What follows belongs to an exercise in optimizing a design on an open flow for small area, a short achievable clock period and few clock cycles per item; a production flow would make more cautious choices. In this exercise RTL edits were held to simulation tests only and were not proved equivalent to the original. Power figures rest on the tool's default switching activity, not on a simulated workload.

== the previous run ==
==> flow/design.v <==
package msc_pkg;
	localparam int CAPACITY_DEF   = 32;
	localparam int DATA_WIDTH_DEF = 8;
	localparam logic [1:0] OP_INSERT = 2'd0;
	localparam logic [1:0] OP_QUERY  = 2'd1;
	localparam logic [1:0] OP_REMOVE = 2'd2;
	localparam logic [1:0] MODE_FIFO = 2'd0;
	localparam logic [1:0] MODE_LIFO = 2'd1;
	localparam logic [1:0] MODE_SET  = 2'd2;
	localparam logic [1:0] MODE_PQ   = 2'd3;
	localparam logic [1:0] ST_OK        = 2'd0;
	localparam logic [1:0] ST_UNDERFLOW = 2'd1;
	localparam logic [1:0] ST_OVERFLOW  = 2'd2;
	typedef enum logic [1:0] {
		S_IDLE,
		S_SCAN,
		S_DONE
	} state_t;
	typedef struct packed {
		logic ins;
		logic shift;
	} cmd_t;
	typedef struct packed {
		logic has;
		logic found;
	} scan_flags_t;
endpackage
module mode_select_container #(
	parameter int CAPACITY   = msc_pkg::CAPACITY_DEF,
	parameter int DATA_WIDTH = msc_pkg::DATA_WIDTH_DEF,
	parameter int IN_TDATA_W  = ((DATA_WIDTH + 7) / 8) * 8,
	parameter int OUT_TDATA_W = ((DATA_WIDTH + 1 + 7) / 8) * 8
) (
	input  logic                   clk,
	input  logic                   arst_n,
	input  logic                   cfg_valid,
	output logic                   cfg_ready,
	input  logic [1:0]             cfg_data,
	input  logic                   s_tvalid,
	output logic                   s_tready,
	input  logic [IN_TDATA_W-1:0]  s_tdata,   
	input  logic [1:0]             s_tuser,   
	output logic                   m_tvalid,
	input  logic                   m_tready,
	output logic [OUT_TDATA_W-1:0] m_tdata,   
	output logic [1:0]             m_tuser    
);
	localparam int N  = CAPACITY;
	localparam int DW = DATA_WIDTH;
	localparam int LW = DW / 2;    
	localparam int HW = DW - LW;   
	logic [1:0]    disc_q;
	logic [N-1:0]  valid_q;
	logic [DW-1:0] val_q [N];
	logic [N-1:0]  hset_q;
	logic [HW-1:0] hmin_q;
	logic          out_v_q;
	logic [DW-1:0] rm_q;
	logic          empty_q;
	logic [1:0]    st_q;
	logic [DW-1:0] key;
	logic [HW-1:0] key_hi;
	logic          take, is_ins, is_rm, ordered, full, empty, single, dup, skip;
	logic          do_ins, do_rm, hset_one, hset_gone;
	logic [N-1:0]  lower_v, higher_v, upper, head, tail, ends, eq;
	logic [N-1:0]  lcand, gcand, sel_pq, sel, hset_shift, hset_ins, hset_rm;
	logic [N-1:0]  col [DW];
	logic [LW-1:0] lmin;
	logic [HW-1:0] gmin;
	logic [DW-1:0] end_val, rm_val;
	assign cfg_ready = 1'b1;
	assign key       = s_tdata[DW-1:0];
	assign key_hi    = key[DW-1:LW];
	assign s_tready  = !out_v_q || m_tready;
	assign take      = s_tvalid && s_tready;
	assign is_ins    = (s_tuser == msc_pkg::OP_INSERT);
	assign is_rm     = (s_tuser == msc_pkg::OP_REMOVE);
	assign ordered   = disc_q[1];   
	function automatic [N-1:0] pfx_or(input [N-1:0] x);
		reg [N-1:0] y;
		y = x;
		for (int k = 1; k < N; k = k * 2) y = y | (y << k);
		pfx_or = y;
	endfunction
	function automatic [N-1:0] sfx_or(input [N-1:0] x);
		reg [N-1:0] y;
		y = x;
		for (int k = 1; k < N; k = k * 2) y = y | (y >> k);
		sfx_or = y;
	endfunction
	always_comb begin
		lower_v  = pfx_or(valid_q) << 1;
		higher_v = sfx_or(valid_q) >> 1;
		upper[N-1] = 1'b1;
		for (int i = N - 2; i >= 0; i--) upper[i] = upper[i+1] & valid_q[i+1];
		head = valid_q & ~lower_v;
		tail = valid_q & ~higher_v;
		for (int i = 0; i < N; i++) begin
			eq[i] = valid_q[i] && (val_q[i] == key);
			for (int b = 0; b < DW; b++) col[b][i] = val_q[i][b];
		end
	end
	assign full   = &valid_q;
	assign empty  = !(|valid_q);
	assign single = !(|(valid_q & ~head));
	assign dup    = (disc_q == msc_pkg::MODE_SET) && (|eq);
	assign ends = disc_q[0] ? tail : head;
	always_comb begin
		end_val = '0;
		for (int i = 0; i < N; i++) if (ends[i]) end_val = end_val | val_q[i];
	end
	always_comb begin
		lcand = hset_q;
		for (int b = LW - 1; b >= 0; b--) begin
			lmin[b] = !(|(lcand & ~col[b]));
			if (!lmin[b]) lcand = lcand & ~col[b];
		end
		sel_pq = lcand & ~(pfx_or(lcand) << 1);
	end
	always_comb begin
		gcand = valid_q & ~hset_q;
		for (int b = HW - 1; b >= 0; b--) begin
			gmin[b] = !(|(gcand & ~col[LW+b]));
			if (!gmin[b]) gcand = gcand & ~col[LW+b];
		end
	end
	assign sel    = ordered ? sel_pq : ends;
	assign rm_val = ordered ? {hmin_q, lmin} : end_val;
	assign skip   = dup || full;
	assign do_ins = take && is_ins && !skip;
	assign do_rm  = take && is_rm && !empty;
	always_comb begin
		for (int i = 0; i < N; i++)
			hset_shift[i] = upper[i] ? ((i == N - 1) ? 1'b0 : hset_q[(i + 1) % N]) : hset_q[i];
		if (empty || (key_hi < hmin_q)) hset_ins = N'(1) << (N - 1);
		else if (key_hi == hmin_q) hset_ins = hset_shift | (N'(1) << (N - 1));
		else hset_ins = hset_shift;
	end
	assign hset_one  = !(|(hset_q & ~(hset_q & ~(pfx_or(hset_q) << 1))));
	assign hset_gone = ordered ? hset_one : !(|(hset_q & ~ends));
	assign hset_rm   = hset_gone ? gcand : (hset_q & ~sel);
	always_ff @(posedge clk) begin
		for (int i = 0; i < N; i++) begin
			if (do_ins && upper[i]) val_q[i] <= (i == N - 1) ? key : val_q[(i + 1) % N];
		end
		if (do_ins && (empty || (key_hi < hmin_q))) hmin_q <= key_hi;
		else if (do_rm && hset_gone) hmin_q <= gmin;
	end
	always_ff @(posedge clk or negedge arst_n) begin
		if (!arst_n) begin
			disc_q  <= msc_pkg::MODE_FIFO;
			valid_q <= '0;
			hset_q  <= '0;
			out_v_q <= 1'b0;
		end else begin
			if (cfg_valid) disc_q <= cfg_data;
			if (do_ins) begin
				valid_q <= valid_q | upper;
				hset_q  <= hset_ins;
			end else if (do_rm) begin
				valid_q <= valid_q & ~sel;
				hset_q  <= hset_rm;
			end
			if (take) out_v_q <= 1'b1;
			else if (m_tready) out_v_q <= 1'b0;
		end
	end
	always_ff @(posedge clk) begin
		if (take) begin
			rm_q    <= do_rm ? rm_val : '0;
			empty_q <= is_ins ? 1'b0 : is_rm ? (empty || single) : empty;
			if (is_ins && skip && !dup)
				st_q <= msc_pkg::ST_OVERFLOW;
			else if (is_rm && empty)
				st_q <= msc_pkg::ST_UNDERFLOW;
			else
				st_q <= msc_pkg::ST_OK;
		end
	end
	assign m_tvalid = out_v_q;
	assign m_tdata  = OUT_TDATA_W'({empty_q, rm_q});
	assign m_tuser  = st_q;
endmodule
Settings: LEC_CHECK=0, CAP_MARGIN=20, CORE_MARGIN=2, CORE_UTILIZATION=40, SETUP_SLACK_MARGIN=5, SLEW_MARGIN=20; clock period 12.0 ns.
run.sh (not shown) runs the stock make flow with config.mk's settings and CLKGATE_MAP_FILE= SYNTH_SCRIPT=/design/flow/synth_recipe.tcl, a recipe that flattens the netlist after the stock synthesis.
The flow did not stop early for the previous run: all stages ran, and the layout cleared the timing, design-rule and antenna checks.
Testbench counts of the previous run, summed over its fixed seeds: cycles 7,744, items 7,680.
--- input diff the previous run..the current run ---
--- a/flow/design.v
+++ b/flow/design.v
@@ -61,7 +61,7 @@
 	logic [DW-1:0] key;
 	logic [HW-1:0] key_hi;
 	logic          take, is_ins, is_rm, ordered, full, empty, single, dup, skip;
-	logic          do_ins, do_rm, hset_one, hset_gone;
+	logic          ins_go, do_ins, do_rm, hset_one, hset_gone;
 	logic [N-1:0]  lower_v, higher_v, upper, head, tail, ends, eq;
 	logic [N-1:0]  lcand, gcand, sel_pq, sel, hset_shift, hset_ins, hset_rm;
 	logic [N-1:0]  col [DW];
@@ -91,8 +91,7 @@
 	always_comb begin
 		lower_v  = pfx_or(valid_q) << 1;
 		higher_v = sfx_or(valid_q) >> 1;
-		upper[N-1] = 1'b1;
-		for (int i = N - 2; i >= 0; i--) upper[i] = upper[i+1] & valid_q[i+1];
+		upper = ~(sfx_or(~valid_q) >> 1);
 		head = valid_q & ~lower_v;
 		tail = valid_q & ~higher_v;
 		for (int i = 0; i < N; i++) begin
@@ -109,30 +108,44 @@
 		end_val = '0;
 		for (int i = 0; i < N; i++) if (ends[i]) end_val = end_val | val_q[i];
 	end
+	function automatic [N+1:0] step2(input [N-1:0] c, input [N-1:0] b1, input [N-1:0] b0);
+		reg z1, z0a, z0b, z0;
+		z1  = |(c & ~b1);
+		z0a = |(c & ~b0);
+		z0b = |(c & ~b1 & ~b0);
+		z0  = z1 ? z0b : z0a;
+		step2 = {!z1, !z0, c & ~(b1 & {N{z1}}) & ~(b0 & {N{z0}})};
+	endfunction
 	always_comb begin
+		logic [N+1:0] r;
 		lcand = hset_q;
-		for (int b = LW - 1; b >= 0; b--) begin
-			lmin[b] = !(|(lcand & ~col[b]));
-			if (!lmin[b]) lcand = lcand & ~col[b];
+		for (int s = LW / 2 - 1; s >= 0; s--) begin
+			r = step2(lcand, col[2*s+1], col[2*s]);
+			lmin[2*s+1 -: 2] = r[N+1:N];
+			lcand = r[N-1:0];
 		end
 		sel_pq = lcand & ~(pfx_or(lcand) << 1);
 	end
 	always_comb begin
+		logic [N+1:0] r;
 		gcand = valid_q & ~hset_q;
-		for (int b = HW - 1; b >= 0; b--) begin
-			gmin[b] = !(|(gcand & ~col[LW+b]));
-			if (!gmin[b]) gcand = gcand & ~col[LW+b];
+		for (int s = HW / 2 - 1; s >= 0; s--) begin
+			r = step2(gcand, col[LW+2*s+1], col[LW+2*s]);
+			gmin[2*s+1 -: 2] = r[N+1:N];
+			gcand = r[N-1:0];
 		end
 	end
 	assign sel    = ordered ? sel_pq : ends;
 	assign rm_val = ordered ? {hmin_q, lmin} : end_val;
 	assign skip   = dup || full;
-	assign do_ins = take && is_ins && !skip;
+	assign ins_go = take && is_ins && !full;
+	assign do_ins = ins_go && !dup;
 	assign do_rm  = take && is_rm && !empty;
 	always_comb begin
 		for (int i = 0; i < N; i++)
 			hset_shift[i] = upper[i] ? ((i == N - 1) ? 1'b0 : hset_q[(i + 1) % N]) : hset_q[i];
-		if (empty || (key_hi < hmin_q)) hset_ins = N'(1) << (N - 1);
+		if (dup) hset_ins = hset_shift;
+		else if (empty || (key_hi < hmin_q)) hset_ins = N'(1) << (N - 1);
 		else if (key_hi == hmin_q) hset_ins = hset_shift | (N'(1) << (N - 1));
 		else hset_ins = hset_shift;
 	end
@@ -141,7 +154,7 @@
 	assign hset_rm   = hset_gone ? gcand : (hset_q & ~sel);
 	always_ff @(posedge clk) begin
 		for (int i = 0; i < N; i++) begin
-			if (do_ins && upper[i]) val_q[i] <= (i == N - 1) ? key : val_q[(i + 1) % N];
+			if (ins_go && upper[i]) val_q[i] <= (i == N - 1) ? key : val_q[(i + 1) % N];
 		end
 		if (do_ins && (empty || (key_hi < hmin_q))) hmin_q <= key_hi;
 		else if (do_rm && hset_gone) hmin_q <= gmin;
@@ -154,8 +167,8 @@
 			out_v_q <= 1'b0;
 		end else begin
 			if (cfg_valid) disc_q <= cfg_data;
-			if (do_ins) begin
-				valid_q <= valid_q | upper;
+			if (ins_go) begin
+				valid_q <= (valid_q | upper) & ~((N'(dup)) << (N - 1));
 				hset_q  <= hset_ins;
 			end else if (do_rm) begin
 				valid_q <= valid_q & ~sel;
### Flow results
The current run did not stop at any stage, and its layout met the timing, design-rule and antenna checks. Against the previous run, power in the current run fell by more than 10%. The number of combinational gates with multiple inputs in the current run was higher than what the previous run gave. Sort the previous run and the current run by adder-cell area share of the yosys netlist, descending, and the current run comes first. The current run reports a higher worst hold slack than the previous run does. The previous run has higher share of total power consumed by net switching than the current run. The current run ends up with higher post-detailed-route wirelength per cell than the previous run does. Relative to the previous run, the sequential element share of the synthesized area of the current run is lower by 0.50 points. The current run vs the previous run: critical path buffer and inverter count down. Looking at the previous run and the current run, the setup slack of the critical path after layout is a wash. The current run — global-route usage 0.65 points lower, the previous run as reference. Changes observed in the current run relative to the previous run: cell area after layout shrank by 2100 µm², fmax was more or less identical, met3 wire length has increased, number of antenna violations at the first check in global routing lost 4.
Testbench counts of the current run, summed over its fixed seeds: cycles 7,744, items 7,680.

[what the ideal ports hide]
The results above use ideal ports. As a check the final layouts listed here were re-extracted and re-timed, cells and wires unchanged. Step 1, drivers: a clkbuf_16 drives clk and a buf_2 each remaining input, both assumed. Step 2, shift: input delay + t, output delay - t, t = (earliest + latest rising clock arrival at the registers) / 2. This alone moves slack from input paths to output paths. Three values: no drivers, after step 1, after step 2; two values: the first two.
run	t, ns	setup slack, ns	hold slack, ns	worst setup path at the end	slew at the worst register clock pin (ns)
the previous run	0.659	4.666 / 4.666 / 4.104	0.534 / 0.534 / 0.534	input to register	0.08 / 0.08
the current run	0.665	4.664 / 4.664 / 4.252	0.564 / 0.564 / 0.564	input to register	0.07 / 0.07
After both steps setup and hold are still met in every run listed. The setup slack of the previous run, which loses most, moves by 0.000 ns with the drivers and by -0.562 ns with both steps.
